This is an optimization exercise on Yosys and OpenROAD, whose aim is small area, a short achievable clock period and few clock cycles per item, not a production implementation.
Only simulation tests tie the RTL to the original design; equivalence was not proved.
Power and IR drop assume default switching activity.

File: design/flow/design.v
package gqi_pkg;
   localparam int QUAT_FRAC = 30;
   localparam int H_FRAC    = 24;
   localparam logic [31:0] STEP_RESET = 32'd374806;
   localparam logic [15:0] CONF_DONE  = 16'd62259;
   localparam logic [31:0] NORM_MIN   =
      32'((((64'd1 << QUAT_FRAC) + 64'd5000) / 64'd10000));
   localparam logic signed [31:0] QUAT_ONE = 32'sd1 <<< QUAT_FRAC;
   localparam logic [2:0] T_H  = 3'd0;   
   localparam logic [2:0] T_QF = 3'd1;   
   localparam logic [2:0] T_QM = 3'd2;   
   localparam logic [2:0] T_QL = 3'd3;   
   localparam logic [2:0] T_SF = 3'd4;   
   localparam logic [2:0] T_SM = 3'd5;   
endpackage
module gqi_mul (
   input  logic signed [31:0] a,
   input  logic signed [32:0] b,
   input  logic               neg,
   output logic [63:0]        ps,
   output logic [63:0]        pc
);
   localparam int NR = 18;
   logic [33:0] bx;
   logic [63:0] rows [NR];
   assign bx = {b[32], b};
   always_comb begin
      logic b2, b1, b0, one, two, sgn;
      logic [32:0] sel;
      logic [33:0] r;
      logic [63:0] k;
      logic [NR-1:0] sg;
      k = '0;
      for (int i = 0; i < NR; i++) rows[i] = '0;
      for (int i = 0; i < 17; i++) begin
         b2  = bx[2*i+1];
         b1  = bx[2*i];
         b0  = (i == 0) ? 1'b0 : bx[2*i-1];
         one = b1 ^ b0;
         two = (b2 & ~b1 & ~b0) | (~b2 & b1 & b0);
         sgn = b2 ^ neg;
         sel = ({33{one}} & {a[31], a}) | ({33{two}} & {a, 1'b0});
         r   = {sel[32], sel} ^ {34{sgn}};
         rows[i] = rows[i] | (64'({~r[33], r[32:0]}) << (2*i));
         if (i < 16) rows[i+1] = rows[i+1] | (64'(sgn) << (2*i));
         else        k = k | (64'(sgn) << (2*i));
         if (2*i + 33 < 64) k = k - (64'd1 << (2*i + 33));
      end
      rows[17] = k;
   end
   function automatic logic [127:0] csa(input logic [63:0] x, input logic [63:0] y,
                                        input logic [63:0] z);
      logic [63:0] s, c;
      s = x ^ y ^ z;
      c = ((x & y) | (x & z) | (y & z)) << 1;
      csa = {c, s};
   endfunction
   logic [63:0] l1 [12];
   logic [63:0] l2 [8];
   logic [63:0] l3 [6];
   logic [63:0] l4 [4];
   logic [63:0] l5 [3];
   always_comb begin
      for (int g = 0; g < 6; g++) {l1[2*g+1], l1[2*g]} = csa(rows[3*g], rows[3*g+1], rows[3*g+2]);
      for (int g = 0; g < 4; g++) {l2[2*g+1], l2[2*g]} = csa(l1[3*g], l1[3*g+1], l1[3*g+2]);
      for (int g = 0; g < 2; g++) {l3[2*g+1], l3[2*g]} = csa(l2[3*g], l2[3*g+1], l2[3*g+2]);
      l3[4] = l2[6];
      l3[5] = l2[7];
      for (int g = 0; g < 2; g++) {l4[2*g+1], l4[2*g]} = csa(l3[3*g], l3[3*g+1], l3[3*g+2]);
      {l5[1], l5[0]} = csa(l4[0], l4[1], l4[2]);
      l5[2] = l4[3];
      {pc, ps} = csa(l5[0], l5[1], l5[2]);
   end
endmodule
module gyro_quaternion_integrator (
   input  logic               clock,
   input  logic               reset,
   input  logic               req_valid,
   output logic               req_stall,
   input  logic signed [31:0] req_rate_x,
   input  logic signed [31:0] req_rate_y,
   input  logic signed [31:0] req_rate_z,
   input  logic               req_accel_ok,
   input  logic               req_gyro_ok,
   input  logic               req_mag_ok,
   output logic               rsp_valid,
   input  logic               rsp_stall,
   output logic signed [31:0] rsp_quat_w,
   output logic signed [31:0] rsp_quat_x,
   output logic signed [31:0] rsp_quat_y,
   output logic signed [31:0] rsp_quat_z,
   output logic [15:0]        rsp_confidence,
   output logic               rsp_applied,
   input  logic               csr_wr_en,
   input  logic [31:0]        csr_wr_data
);
   localparam int KS = 2;              
   localparam int KD = 2;              
   localparam int NS = 32 / KS;        
   localparam int ND = 32 / KD;        
   localparam logic [2:0] M_IDLE  = 3'd0;
   localparam logic [2:0] M_ISSUE = 3'd1;
   localparam logic [2:0] M_WSQ   = 3'd2;
   localparam logic [2:0] M_SQRT  = 3'd3;
   localparam logic [2:0] M_DIV   = 3'd4;
   localparam logic [2:0] M_FIN   = 3'd5;
   logic [2:0]  m_st;
   logic [3:0]  icnt;
   logic [3:0]  scnt;
   logic        tiny;
   logic        slot_full, slot_hdone;
   logic [1:0]  hcnt;
   logic [1:0]  skip_cnt;
   logic [31:0] sf;
   logic        upd;
   logic        rsp_v, rsp_app;
   logic [2:0][31:0] h;       
   logic [3:0][31:0] q;       
   logic [3:0][31:0] n;       
   logic [3:0][31:0] rem;     
   logic [3:0]       sgn;     
   logic [63:0]      acc;     
   logic [32:0]      srem;    
   logic [31:0]      root;    
   logic signed [31:0] op_a;
   logic signed [32:0] op_b;
   logic               op_neg;
   logic               v1, v2;
   logic [2:0]         t1, t2;
   logic [1:0]         x1, x2;
   logic [63:0]        ps_ff, pc_ff;
   logic [63:0]        ps, pc;
   gqi_mul u_mul (.a(op_a), .b(op_b), .neg(op_neg), .ps(ps), .pc(pc));
   logic take, rsp_free, all_ok;
   assign req_stall = slot_full | (skip_cnt == 2'd3);
   assign take      = req_valid & ~req_stall;
   assign all_ok    = req_accel_ok & req_gyro_ok & req_mag_ok;
   assign rsp_free  = ~rsp_v | ~rsp_stall;
   logic        iss_v;
   logic [2:0]  iss_t;
   logic [1:0]  iss_x;
   logic signed [31:0] iss_a;
   logic signed [32:0] iss_b;
   logic        iss_neg;
   logic        h_issue;
   logic [1:0] tab_h, tab_q, tab_k;
   logic       tab_n;
   logic [1:0] tab_t;
   always_comb begin
      tab_h = 2'd0; tab_q = 2'd0; tab_n = 1'b0; tab_k = 2'd0; tab_t = 2'd0;
      case (icnt)
         4'd0:  begin tab_h = 2'd0; tab_q = 2'd1; tab_n = 1'b1; tab_k = 2'd0; tab_t = 2'd0; end
         4'd1:  begin tab_h = 2'd1; tab_q = 2'd2; tab_n = 1'b1; tab_k = 2'd0; tab_t = 2'd1; end
         4'd2:  begin tab_h = 2'd2; tab_q = 2'd3; tab_n = 1'b1; tab_k = 2'd0; tab_t = 2'd2; end
         4'd3:  begin tab_h = 2'd0; tab_q = 2'd0; tab_n = 1'b0; tab_k = 2'd1; tab_t = 2'd0; end
         4'd4:  begin tab_h = 2'd2; tab_q = 2'd2; tab_n = 1'b0; tab_k = 2'd1; tab_t = 2'd1; end
         4'd5:  begin tab_h = 2'd1; tab_q = 2'd3; tab_n = 1'b1; tab_k = 2'd1; tab_t = 2'd2; end
         4'd6:  begin tab_h = 2'd1; tab_q = 2'd0; tab_n = 1'b0; tab_k = 2'd2; tab_t = 2'd0; end
         4'd7:  begin tab_h = 2'd2; tab_q = 2'd1; tab_n = 1'b1; tab_k = 2'd2; tab_t = 2'd1; end
         4'd8:  begin tab_h = 2'd0; tab_q = 2'd3; tab_n = 1'b0; tab_k = 2'd2; tab_t = 2'd2; end
         4'd9:  begin tab_h = 2'd2; tab_q = 2'd0; tab_n = 1'b0; tab_k = 2'd3; tab_t = 2'd0; end
         4'd10: begin tab_h = 2'd1; tab_q = 2'd1; tab_n = 1'b0; tab_k = 2'd3; tab_t = 2'd1; end
         4'd11: begin tab_h = 2'd0; tab_q = 2'd2; tab_n = 1'b1; tab_k = 2'd3; tab_t = 2'd2; end
         default: begin tab_k = icnt[1:0]; end
      endcase
   end
   always_comb begin
      h_issue = (m_st != M_ISSUE) & slot_full & ~slot_hdone & (hcnt != 2'd3);
      iss_v   = 1'b0;
      iss_t   = gqi_pkg::T_H;
      iss_x   = 2'd0;
      iss_a   = '0;
      iss_b   = '0;
      iss_neg = 1'b0;
      if (m_st == M_ISSUE) begin
         iss_v = 1'b1;
         iss_x = tab_k;
         if (!icnt[3] || icnt[3:2] == 2'b10) begin
            iss_a   = h[tab_h];
            iss_b   = 33'($signed(q[tab_q]));
            iss_neg = tab_n;
            iss_t   = (tab_t == 2'd0) ? gqi_pkg::T_QF : (tab_t == 2'd1) ? gqi_pkg::T_QM : gqi_pkg::T_QL;
         end else begin
            iss_a   = n[icnt[1:0]];
            iss_b   = 33'($signed(n[icnt[1:0]]));
            iss_t   = (icnt[1:0] == 2'd0) ? gqi_pkg::T_SF : gqi_pkg::T_SM;
         end
      end else if (h_issue) begin
         iss_v = 1'b1;
         iss_x = hcnt;
         iss_a = h[hcnt];
         iss_b = {1'b0, sf};
         iss_t = gqi_pkg::T_H;
      end
   end
   logic [63:0] wb_base, wb_sum;
   logic [63:0] ws, wc;
   logic signed [39:0] wb_sh;
   logic [31:0] h_sat, n_sat;
   always_comb begin
      case (t2)
         gqi_pkg::T_H:     wb_base = 64'd1 << (gqi_pkg::H_FRAC - 1);
         gqi_pkg::T_QF:    wb_base = (64'($signed(q[x2])) << gqi_pkg::H_FRAC) | (64'd1 << (gqi_pkg::H_FRAC - 1));
         gqi_pkg::T_SF:    wb_base = '0;
         default: wb_base = acc;
      endcase
      ws     = wb_base ^ ps_ff ^ pc_ff;
      wc     = ((wb_base & ps_ff) | (wb_base & pc_ff) | (ps_ff & pc_ff)) << 1;
      wb_sum = ws + wc;
      wb_sh  = wb_sum[63:gqi_pkg::H_FRAC];
      if (wb_sh > 40'sd1073741824)
         h_sat = 32'sd1073741824;
      else if (wb_sh < -40'sd1073741824)
         h_sat = -32'sd1073741824;
      else
         h_sat = wb_sh[31:0];
      if (wb_sh > 40'sd2147483647)
         n_sat = 32'sd2147483647;
      else if (wb_sh < -40'sd2147483647)
         n_sat = -32'sd2147483647;
      else
         n_sat = wb_sh[31:0];
   end
   logic [32:0] sq_rem_nx;
   logic [31:0] sq_root_nx;
   logic [63:0] sq_x_nx;
   always_comb begin
      logic [34:0] t, d;
      logic [32:0] r;
      logic [31:0] rt;
      logic [63:0] x;
      r  = srem;
      rt = root;
      x  = acc;
      for (int i = 0; i < KS; i++) begin
         t  = {r, x[63:62]};
         d  = t - {1'b0, rt, 2'b01};
         x  = {x[61:0], 2'b00};
         if (!d[34]) begin
            r  = d[32:0];
            rt = {rt[30:0], 1'b1};
         end else begin
            r  = t[32:0];
            rt = {rt[30:0], 1'b0};
         end
      end
      sq_rem_nx  = r;
      sq_root_nx = rt;
      sq_x_nx    = x;
   end
   logic [3:0][31:0] dv_rem_nx;
   logic [3:0][31:0] dv_q_nx;
   always_comb begin
      logic [32:0] t, d;
      logic [31:0] r, qq;
      for (int k = 0; k < 4; k++) begin
         r  = rem[k];
         qq = n[k];
         for (int i = 0; i < KD; i++) begin
            t  = {r, qq[31]};
            d  = t - {1'b0, root};
            if (!d[32]) begin
               r  = d[31:0];
               qq = {qq[30:0], 1'b1};
            end else begin
               r  = t[31:0];
               qq = {qq[30:0], 1'b0};
            end
         end
         dv_rem_nx[k] = r;
         dv_q_nx[k]   = qq;
      end
   end
   logic [3:0][31:0] n_abs;
   logic [3:0][31:0] q_fin;
   always_comb begin
      logic [30:0] mag;
      logic        f;
      for (int k = 0; k < 4; k++) begin
         n_abs[k] = n[k][31] ? -n[k] : n[k];
         if (tiny) begin
            mag = {rem[k][29:0], n[k][31]};
            f   = 1'b0;
         end else begin
            mag = n[k][31:1];
            f   = n[k][0];
         end
         q_fin[k] = ({1'b0, mag} ^ {32{sgn[k]}}) + 32'(f ^ sgn[k]);
      end
   end
   always_ff @(posedge clock) begin
      op_a   <= iss_a;
      op_b   <= iss_b;
      op_neg <= iss_neg;
      t1     <= iss_t;
      x1     <= iss_x;
      ps_ff  <= ps;
      pc_ff  <= pc;
      t2     <= t1;
      x2     <= x1;
      if (csr_wr_en) sf <= csr_wr_data;
      if (!slot_full) begin
         h[0] <= req_rate_x;
         h[1] <= req_rate_y;
         h[2] <= req_rate_z;
      end
      if (v2) begin
         case (t2)
            gqi_pkg::T_H:  h[x2] <= h_sat;
            gqi_pkg::T_QL: n[x2] <= n_sat;
            default: acc <= wb_sum;
         endcase
      end
      case (m_st)
         M_ISSUE: begin
            icnt <= icnt + 4'd1;
            if (icnt == 4'd15) m_st <= M_WSQ;
         end
         M_WSQ: begin
            if (v2 && t2 == gqi_pkg::T_SM && x2 == 2'd3) begin
               m_st <= M_SQRT;
               scnt <= '0;
               srem <= '0;
               root <= '0;
               for (int k = 0; k < 4; k++) begin
                  rem[k] <= {1'b0, n_abs[k][31:1]};
                  n[k]   <= {n_abs[k][0], 31'b0};
                  sgn[k] <= n[k][31];
               end
            end
         end
         M_SQRT: begin
            srem <= sq_rem_nx;
            root <= sq_root_nx;
            acc  <= sq_x_nx;
            scnt <= scnt + 4'd1;
            if (scnt == 4'(NS - 1)) begin
               m_st <= M_DIV;
               scnt <= '0;
            end
         end
         M_DIV: begin
            if (scnt == '0 && root <= gqi_pkg::NORM_MIN) begin
               tiny <= 1'b1;
               m_st <= M_FIN;
            end else begin
               rem  <= dv_rem_nx;
               n    <= dv_q_nx;
               scnt <= scnt + 4'd1;
               if (scnt == 4'(ND - 1)) m_st <= M_FIN;
            end
         end
         default: ;
      endcase
      if (reset) begin
         m_st       <= M_IDLE;
         icnt       <= '0;
         scnt       <= '0;
         tiny       <= 1'b0;
         slot_full  <= 1'b0;
         slot_hdone <= 1'b0;
         hcnt       <= '0;
         skip_cnt   <= '0;
         sf         <= gqi_pkg::STEP_RESET;
         upd        <= 1'b0;
         rsp_v      <= 1'b0;
         rsp_app    <= 1'b0;
         v1         <= 1'b0;
         v2         <= 1'b0;
         q[0]       <= gqi_pkg::QUAT_ONE;
         q[1]       <= '0;
         q[2]       <= '0;
         q[3]       <= '0;
      end else begin
         v1 <= iss_v;
         v2 <= v1;
         if (rsp_v && !rsp_stall) rsp_v <= 1'b0;
         if (h_issue) hcnt <= hcnt + 2'd1;
         if (v2 && t2 == gqi_pkg::T_H && x2 == 2'd2) slot_hdone <= 1'b1;
         if (take) begin
            if (all_ok) begin
               slot_full  <= 1'b1;
               slot_hdone <= 1'b0;
               hcnt       <= '0;
            end
         end
         case (m_st)
            M_IDLE: begin
               if (skip_cnt != 2'd0) begin
                  if (rsp_free) begin
                     rsp_v   <= 1'b1;
                     rsp_app <= 1'b0;
                  end
               end else if (slot_full && slot_hdone) begin
                  m_st <= M_ISSUE;
                  icnt <= '0;
               end
            end
            M_ISSUE: begin
               if (icnt == 4'd11) begin
                  slot_full  <= 1'b0;
                  slot_hdone <= 1'b0;
               end
            end
            M_FIN: begin
               if (rsp_free) begin
                  q       <= q_fin;
                  upd     <= 1'b1;
                  rsp_v   <= 1'b1;
                  rsp_app <= 1'b1;
                  tiny    <= 1'b0;
                  m_st    <= M_IDLE;
               end
            end
            default: ;
         endcase
         skip_cnt <= skip_cnt + 2'(take & ~all_ok)
                   - 2'(m_st == M_IDLE && skip_cnt != 2'd0 && rsp_free);
      end
   end
   assign rsp_valid      = rsp_v;
   assign rsp_quat_w     = q[0];
   assign rsp_quat_x     = q[1];
   assign rsp_quat_y     = q[2];
   assign rsp_quat_z     = q[3];
   assign rsp_confidence = upd ? gqi_pkg::CONF_DONE : 16'd0;
   assign rsp_applied    = rsp_app;
endmodule
File: design/flow/run.sh
#!/bin/bash
# synth_recipe.tcl (not shown) runs the flow's synth.tcl, then flattens the netlist and writes it again
# the make line also repeats each setting of config.mk as NAME=value (left out here)
make -C /OpenROAD-flow-scripts/flow DESIGN_CONFIG=/design/flow/config.mk WORK_HOME=/design/flow/orfs CLKGATE_MAP_FILE= SYNTH_SCRIPT=/design/flow/synth_recipe.tcl finish
File: design/flow/config.mk
export PLATFORM = sky130hd
export DESIGN_NAME = gyro_quaternion_integrator
export DESIGN_NICKNAME = gyro_quaternion_integrator
export VERILOG_FILES = /design/flow/design.v
export SDC_FILE = /design/flow/constraint.sdc
export NUM_CORES = 4
export LEC_CHECK = 0
export CAP_MARGIN = 20
export CORE_MARGIN = 2
export CORE_UTILIZATION = 40
export SLEW_MARGIN = 20
File: design/flow/constraint.sdc
create_clock -name core_clock -period 12.0 [get_ports {clock}]
set_input_delay 2.4000 -clock core_clock [delete_from_list [all_inputs] [get_ports {clock}]]
set_output_delay 2.4000 -clock core_clock [all_outputs]
set_load 0.01 [all_outputs]
==> summary.md <==
| Metric | Value |
|---|---|
| Status | complete, no violations |
| Worst slew pin tran | 1.245 ns |
| Synth Area in Simple Gates | 11.69% |
| Port bufs | 276 |
| Post-synthesis xor/xnor area fraction | 12.08% |
| Post-synthesis compound-gate area fraction | a little over a fifth |
| Fraction of registers with async set/reset | 0% |
| Initial antenna violation count | 31 |
| Area share of fa/ha/maj cells after synthesis | 19.24% |
| Num CTS Buffers | approximately 110 |
| Clk buf depth | 3 |
| Die width | 483.8 µm |
| CP max-delay cell | edfxtp_1 |
| Post-CTS Setup Bufs | 0 |
| Arrival @ worst endpoint | 10.30 ns |
| Detail Placement HPWL | 314.0 mm |
| Yosys top cell area share | a little over an eighth |
| CP dominant cell by count | a21oi_1 |
| Post-synth EDFFs | 257 |
| Yosys reg bits | roughly 870 |
| Post-Syn Instances | 10729 |
| DR WL/cell | 29.91 µm |
| CTS tree | yes |
| Peak Freq | between 0.1 and 0.15 GHz |
| Worst IR Drop VDD | 125.6 µV |
| Total congestion overflow | 0 |
| GPL Wtd Cong | 1.091 |
| P_leak | 39.45 nW |
| Synthesis-to-layout area growth | 11.11% |
| Crit Path Max Fanout | 50 |
| Period Utilization, post-route | 81.77% |
| Via density per instance | about 6.3 |
| Hold buffers post-CTS | 0 |
| Unrepaired setup endpoints after global routing | false |
| Placement row count | 176 |
| Count leader, synth | inv_1 |
| Clk sinks | 865 |
| Area contributors post-synth | dfxtp_1, fa_1, edfxtp_1 |
| Setup TNS | 0 ns |
| Pwr dens | 100.3 nW/µm² |
| CORE AREA | about 230000 µm² |
| Via count of the first global-routing pass | 83728 |
| Max-slew violations | 0 |
| Root buffer cell | clkbuf_16 |
| Share of cells above drive strength 1 | 7.910% |
| Detailed Routing Iterations Pass 1 | 8 |
| Seq/Total Area, Yosys | 21.60% |
| Avg Cell Area, Syn | 8.582 µm² |
| Post-synth top cells | inv_1, nand2_1, a21oi_1, clkbuf_1, xnor2_1 |
| Io pins | 283 |
| Layout Nets | 11800 |
| H-tree Lvls | 3 |
| Final wirelength | 409.8 mm |
| Worst skew pair latency | between 0.8 and 0.9 ns |
| Layout Skew | roughly 0.082 ns |
| Die height | approximately 480 µm |
| Hold Path Class | reg -> reg |
| Relative slew slack | 16.99% |
| Synthesized area | 92080 µm² |
| Placement-stage cell area | roughly 98000 µm² |
| Largest net degree at the start of global routing | 119 |
| Setup crit end kind | register |
| Largest family of logic cells by synthesized area | compound AO/OA/AOI/OAI gates |
| Clock slew at reported path FFs | ~0.060 ns |
| Critical path type | reg -> reg |
| DR iter-0 viols | slightly below 10000 |
| Die area | roughly 230000 µm² |
| Main synth FF type | dfxtp_1 |
| Antenna-violating nets left | 0 |
| Fin crit period | 9.812 ns |
| Synth unique cells | 98 |
| Post-synthesis mux area share | under 10% |
| # setup viols final | 0 |
| Post-route DRC | 0 |
| Leading area contributor after synthesis | dfxtp_1 |
| Global-route wire length before repair | 591.7 mm |
| Core Util, Final | 44.59% |
| Critical Path RT | 12.48 ns |
| Fin. Hold Viols | 0 |
| Final Cell Area | 102300 µm² |
| Initial cell density of the core | 40.13% |
| Max Cap Violations | 0 |
| Filler cells | 22302 |
| Routed via count | 86144 |
| CP max stage delay | roughly 0.76 ns |
| Post_cts resized | 0 |
| Setup crit start kind | register |
| Warnings from Yosys | 8 |
| Total Routing Usage GR | 34.04% |
-- power breakdown --
part,switching (W),internal [W]
clock,0.00153,0.00221
sequential,0.000104,0.00312
combinational,0.00234,0.000958
-- cells by family after synthesis --
family,count (synthesis)
adder cells (fa/ha/maj),1100
multiplexers,542
other,1
flip-flops,865
AND/OR/NAND/NOR,2309
buffers and inverters,1698
AO/OA/AOI/OAI,2944
XOR/XNOR,1270
-- worst paths after layout --
path / from / endpoint / slack (ns) / depth (start not counted)
min reg2reg: x1[1] / x2[1] / 0.32 / 0
max reg2reg: root[1] / rem[34] / 2.19 / 33
max: root[1] / rem[34] / 2.19 / 33
min: x1[1] / x2[1] / 0.32 / 0
-- sequential cells by signal (all words and copies together) (netlist names), 3 cells and up --
signal,flops
n,128
srem,33
root,32
sgn,4
acc,64
op_a,32
scnt,4
t2,3
pc_ff,57
m_st,3
rem,128
icnt,4
q,128
sf,32
ps_ff,64
t1,3
op_b,33
h,96
-- area by class of cell --
| cell class | instances | area [µm²] | share of cell area, % |
|---|---|---|---|
| tap | 3026 | 3786 | 3.701 |
| timing repair buffer | 542 | 4771 | 4.663 |
| sequential | 865 | 19920 | 19.47 |
| inverter | 876 | 3293 | 3.219 |
| antenna | 17 | 42.54 | 0.04158 |
| clock inverter | 47 | 726.9 | 0.7105 |
| multi-input combinational | 8171 | 66470 | 64.96 |
| clock buffer | 157 | 3307 | 3.232 |
-- critical path: cells and delay by family (launching register included) --
kind | cells | cell delay (ns)
AND/OR/NAND/NOR | 6 | 0.89
AO/OA/AOI/OAI | 17 | 4.43
flip-flops | 1 | 0.76
XOR/XNOR | 2 | 0.30
adder cells (fa/ha/maj) | 2 | 0.87
multiplexers | 1 | 0.26
buffers and inverters | 5 | 1.89
-- layer usage --
layer	up-vias	track usage (%)	share of wire, %
met5	-	0.1225	0.037
met4	22	24.43	8.7
met3	1329	8.749	9.7
met2	4750	51.87	44
met1	42504	41.72	38
li1	37539	-	-
-- stage by stage --
step | total power [W] | cells | hold slack (ns) | setup WS [ns]
2_1_floorplan | 0.005093 | 10734 | 0.3096 | 4.226
3_5_place_dp | 0.006425 | 13478 | 0.3143 | 2.337
6_report | 0.01026 | 13701 | 0.3219 | 2.188
5_1_grt | 0.01057 | 13687 | 0.3329 | 1.491
4_1_cts | 0.01016 | 13682 | 0.3277 | 2.258
3_3_place_gp | 0.006419 | 13478 | 0.3111 | 2.405
-- layout by cell type, fill, tap and decap left out, types with 53 or more instances in the layout --
cell,count
a21oi_1,704
inv_1,871
nor3_1,168
a22oi_1,523
mux2_2,117
nand2_1,776
buf_4,263
o22ai_1,111
o21a_1,79
nand3_1,141
clkdlybuf4s50_1,274
a31oi_1,58
edfxtp_1,257
mux4_2,99
ha_1,573
o21ai_0,547
xnor2_1,623
a311oi_1,73
and2_1,93
nor2_1,629
dfxtp_1,591
o21bai_1,53
a21o_1,175
a211oi_1,153
o31ai_1,85
fa_1,527
mux2i_1,325
nand4_1,60
xor2_1,591
clkbuf_16,116
nor2b_1,66
nand2b_1,68
or3_1,70
Testbench counts, summed over its fixed seeds: cycles 79,125, items 1,600.

[port drivers added, routing unchanged]
Ports are ideal in the flow. The routed layout listed here was re-timed in OpenROAD.
Step 1 sets driving cells, clkbuf_16 on the clock port and buf_2 on the other inputs (assumed; they add their load-dependent delay and slew).
Step 2 also shifts input and output timing later by t, the mid clock arrival at the registers, as if the neighbouring blocks saw the same clock.
a / b / c = ideal / step 1 / step 2; a / b = the first two.
t (ns): 0.889
setup WS [ns]: 2.188 / 2.188 / 2.188
worst register clock-pin slew, ns: 0.07 / 0.07
After both steps this run still meets setup and hold. For this run, drivers alone change the setup slack by 0.000 ns; drivers and shift together by 0.000 ns.
